Source: an optimization exercise on an open RTL-to-GDS flow (aim: a short achievable clock period and few clock cycles). Production flows keep margins and buffers that such runs may drop. Only simulation tests tie the RTL to the original design; equivalence was not proved.

==> job 215 <==
Design rtos_ctx, start of the top module:
module rtos_ctx (
    input  logic        clk_i,
    input  logic        rst_n_i,
    input  logic [4:0]  raddr_i,
    output logic [31:0] rdata_o,
    input  logic [4:0]  wr_addr_i,
    input  logic [31:0] wr_data_i,
    input  logic        we_i,
    input  logic        trap_i,
    input  logic [31:0] trap_mepc_i,
    input  logic [31:0] trap_mstatus_i,
    input  logic        mret_i,
    output logic        mret_ready_o,
    output logic        busy_o,
    output logic [31:0] restore_mepc_o,
    output logic [31:0] restore_mstatus_o,
    output logic        restore_valid_o,
    input  logic        inst_en_i,
    input  logic [2:0]  inst_funct3_i,
    input  logic [2:0]  inst_id_i,
    input  logic [3:0]  inst_prio_i,
    output logic [31:0] inst_rd_o,
    output logic        inst_done_o,
    output logic [31:0] mem_addr_o,
    output logic [31:0] mem_wdata_o,
    output logic        mem_we_o,
    output logic        mem_valid_o,
    input  logic        mem_ready_i,
    input  logic        mem_rvalid_i,
    input  logic [31:0] mem_rdata_i
);
==> flow/config.mk <==
export PLATFORM = sky130hd
export DESIGN_NAME = rtos_ctx
export DESIGN_NICKNAME = rtos_ctx
export VERILOG_FILES = /design/flow/design.v
export SDC_FILE = /design/flow/constraint.sdc
export NUM_CORES = 4
export LEC_CHECK = 0
export ABC_CLOCK_PERIOD_IN_PS = 5000
export CAP_MARGIN = 20
export CORE_MARGIN = 2
export CORE_UTILIZATION = 40
export SETUP_SLACK_MARGIN = 5
export SLEW_MARGIN = 20
export TNS_END_PERCENT = 100
==> flow/constraint.sdc <==
create_clock -name core_clock -period 11.0 [get_ports {clk_i}]
set_input_delay 2.2000 -clock core_clock [delete_from_list [all_inputs] [get_ports {clk_i}]]
set_output_delay 2.2000 -clock core_clock [all_outputs]
set_load 0.01 [all_outputs]
standard.sh (not shown) runs the stock make flow with config.mk's settings and CLKGATE_MAP_FILE= SYNTH_SCRIPT=/design/flow/synth_recipe.tcl, a recipe that flattens the netlist after the stock synthesis.
==> flow/flow/run.sh <==
#!/bin/bash
set -euo pipefail
bash standard.sh SETUP_SLACK_MARGIN=6.6 finish > standard_flow.log 2>&1
==> job 3594: changes against job 215 <==
--- a/flow/design.v
+++ b/flow/design.v
@@ -421,17 +421,21 @@
     logic [31:0] regs_q [NC];
     logic [NT-1:0] vld_q;
     logic [3:0]  prio_q [NT];
     logic [2:0]  cur_q;         
     logic [2:0]  nxt_q;         
     logic        busy_q;
     logic        rv_q;          
     logic        same_q;        
+    logic [FW-1:0] wpend_q;     
     logic [FW-1:0] wsel_q;      
+    logic [6:0]  base_q;        
+    logic [NC-1:0] dirty_q;     
+    logic [NC-1:0] dirty_d;
     logic [FW-1:0] rsel_q;      
     logic        inst_done_q;
     logic [2:0]  inst_rd_q;
     logic        mvalid_q;
     logic        mwe_q;
     logic [6:0]  maddr_q;       
     logic [31:0] mwdata_q;
     logic [31:0] rmepc_q;       
@@ -461,33 +465,58 @@
             end
         end
         win_id = '0;
         for (int t = 0; t < NT; t++) if (win[t]) win_id = win_id | 3'(t);
         best_id   = (vld_q == '0) ? cur_q : win_id;
         best_same = (vld_q == '0) || win[cur_q];
     end
     logic accept;
+    logic rv_d;                 
     logic xfer;
     logic rd_ret;
     logic wr_last;
     logic rd_last;
-    logic [31:0] wd0;           
+    logic [FW-1:0] wrem;        
+    logic [FW-1:0] wnsel;       
     logic [31:0] wnext;         
+    logic [3:0]  wnidx;         
     assign accept  = trap_i && !busy_q;
     assign xfer    = mvalid_q && mem_ready_i;
     assign rd_ret  = busy_q && !mwe_q && mem_rvalid_i;
-    assign wr_last = wsel_q[FW-1];
     assign rd_last = rsel_q[FW-1];
-    assign wd0     = (we_i && wr_addr_i == 5'd0) ? wr_data_i : regs_q[0];
+    assign rv_d    = busy_q && (mwe_q ? (xfer && wr_last && same_q) : (rd_ret && rd_last));
+    assign wrem    = wpend_q & ~wsel_q;
+    assign wr_last = (wrem == '0);
+    always_comb begin
+        wnsel = '0;
+        for (int j = FW - 1; j >= 0; j--) if (wrem[j]) wnsel = FW'(1) << j;
+    end
     always_comb begin
         wnext = '0;
-        for (int w = 0; w < NC - 1; w++) if (wsel_q[w]) wnext = wnext | regs_q[w+1];
-        if (wsel_q[NC-1]) wnext = wnext | rmepc_q;
-        if (wsel_q[NC])   wnext = wnext | rmstatus_q;
+        wnidx = '0;
+        if (wnsel[1]) begin
+            wnext = wnext | rmstatus_q;
+            wnidx = wnidx | 4'd9;
+        end
+        for (int r = 0; r < NC; r++) begin
+            if (wnsel[2+r]) begin
+                wnext = wnext | regs_q[r];
+                wnidx = wnidx | 4'(r);
+            end
+        end
+    end
+    always_comb begin
+        dirty_d = dirty_q;
+        if (!busy_q && we_i && wr_addr_i[4:3] == 2'b00) dirty_d[wr_addr_i[2:0]] = 1'b1;
+    end
+    always_ff @(posedge clk_i) begin
+        if (!rst_n_i) dirty_q <= '1;   
+        else if (rv_d) dirty_q <= '0;
+        else dirty_q <= dirty_d;
     end
     always_ff @(posedge clk_i) begin
         if (!rst_n_i) begin
             busy_q      <= 1'b0;
             rv_q        <= 1'b0;
             mvalid_q    <= 1'b0;
             cur_q       <= '0;
             vld_q       <= '0;
@@ -507,17 +536,17 @@
                     if (xfer && wr_last) begin
                         if (same_q) begin
                             busy_q   <= 1'b0;
                             rv_q     <= 1'b1;
                             mvalid_q <= 1'b0;
                         end
                     end
                 end else begin
-                    if (xfer && wr_last) mvalid_q <= 1'b0;
+                    if (xfer && wsel_q[FW-1]) mvalid_q <= 1'b0;
                     if (rd_ret && rd_last) begin
                         busy_q <= 1'b0;
                         rv_q   <= 1'b1;
                         cur_q  <= nxt_q;
                     end
                 end
             end
         end
@@ -527,30 +556,39 @@
             if (inst_funct3_i == 3'd0) prio_q[inst_id_i] <= inst_prio_i;
             inst_rd_q <= (inst_funct3_i == 3'd0) ? 3'd1 :
                          (inst_funct3_i == 3'd2) ? cur_q : 3'd0;
         end
         if (accept) begin
             nxt_q      <= best_id;
             same_q     <= best_same;
             mwe_q      <= 1'b1;
-            maddr_q    <= 7'(cur_q) * 7'(FW);
-            mwdata_q   <= wd0;
+            base_q     <= 7'(cur_q) * 7'(FW);
+            maddr_q    <= 7'(cur_q) * 7'(FW) + 7'd8;
+            mwdata_q   <= trap_mepc_i;
+            wpend_q    <= {dirty_d, 2'b11};
             wsel_q     <= FW'(1);
             rsel_q     <= FW'(1);
             rmepc_q    <= trap_mepc_i;
             rmstatus_q <= trap_mstatus_i;
         end else if (busy_q) begin
             if (xfer) begin
-                wsel_q   <= {wsel_q[FW-2:0], wsel_q[FW-1]};
-                mwdata_q <= wnext;
-                if (mwe_q && wr_last) begin
-                    mwe_q   <= 1'b0;
-                    maddr_q <= 7'(nxt_q) * 7'(FW);
+                if (mwe_q) begin
+                    wsel_q   <= wnsel;
+                    wpend_q  <= wrem;
+                    mwdata_q <= wnext;
+                    if (wr_last) begin
+                        wsel_q  <= FW'(1);
+                        mwe_q   <= 1'b0;
+                        maddr_q <= 7'(nxt_q) * 7'(FW);
+                    end else begin
+                        maddr_q <= base_q + 7'(wnidx);
+                    end
                 end else begin
+                    wsel_q  <= {wsel_q[FW-2:0], wsel_q[FW-1]};
                     maddr_q <= maddr_q + 7'd1;
                 end
             end
             if (rd_ret) begin
                 rsel_q <= {rsel_q[FW-2:0], rsel_q[FW-1]};
                 if (rsel_q[FW-2]) rmepc_q    <= mem_rdata_i;
                 if (rsel_q[FW-1]) rmstatus_q <= mem_rdata_i;
             end
==> flow/flow/run.sh (replaced) <==
#!/bin/bash
set -euo pipefail
bash standard.sh SETUP_SLACK_MARGIN=6.0 finish > standard_flow.log 2>&1
==> comparison table <==
metric	job 215	job 3594
Post-DR vias/cell	6.50	6.35
Sequential share of cell area	31.0%	33.2%
Worst R2R End	regs_q[1][20]$_SDFFE_PN0P_	maddr_q[4]$_DFFE_PP_
Count of clock-net buffers in the final layout	72	77
Placer congestion estimate	0.928	0.956
Core Box Area	64500 µm²	63200 µm²
Aggregate global-route resource usage	33.7%	31.8%
Detailed Route Iter0 Violations	3729	3513
Number of cells in the finished layout apart from fillers	4169	4067
Status	finished clean	finished clean
Area of the multi-input gates	14900 µm²	14000 µm²
Worst R2R Path Depth	5	13
Initial DRT Pass Iterations	6	8
Testbench counts of job 215, summed over its fixed seeds: cycles 22,971.
Testbench counts of job 3594, summed over its fixed seeds: cycles 11,851.

## re-timing with driven ports
How much do the figures lean on ideal ports? The routed layouts below were timed once more, with nothing changed but the port constraints.
Step 1, drivers: a clkbuf_16 drives clk_i and a buf_2 each remaining input, both assumed.
Step 2 times the ports against the registers' clock, not the clock port: input delays grow and output delays shrink by t, the midpoint of the rising clock arrivals with the driver on.
Three values: ideal, step 1, step 2; two values: the first two.
| run | t (ns) | setup slack, ns | worst hold slack (ns) | latest minus earliest clock arrival (ns) | cell pins on the clock port's net |
|---|---|---|---|---|---|
| job 215 | 0.689 | 5.166 / 5.014 / 5.014 | 0.452 / 0.452 / 0.452 | 0.021 / 0.021 | 1 |
| job 3594 | 0.686 | 5.260 / 5.041 / 5.041 | 0.457 / 0.457 / 0.457 | 0.036 / 0.036 | 1 |
After both steps setup and hold are still met in every run listed. The setup slack of job 3594, which loses most, moves by -0.219 ns with the drivers and by -0.219 ns with both steps.
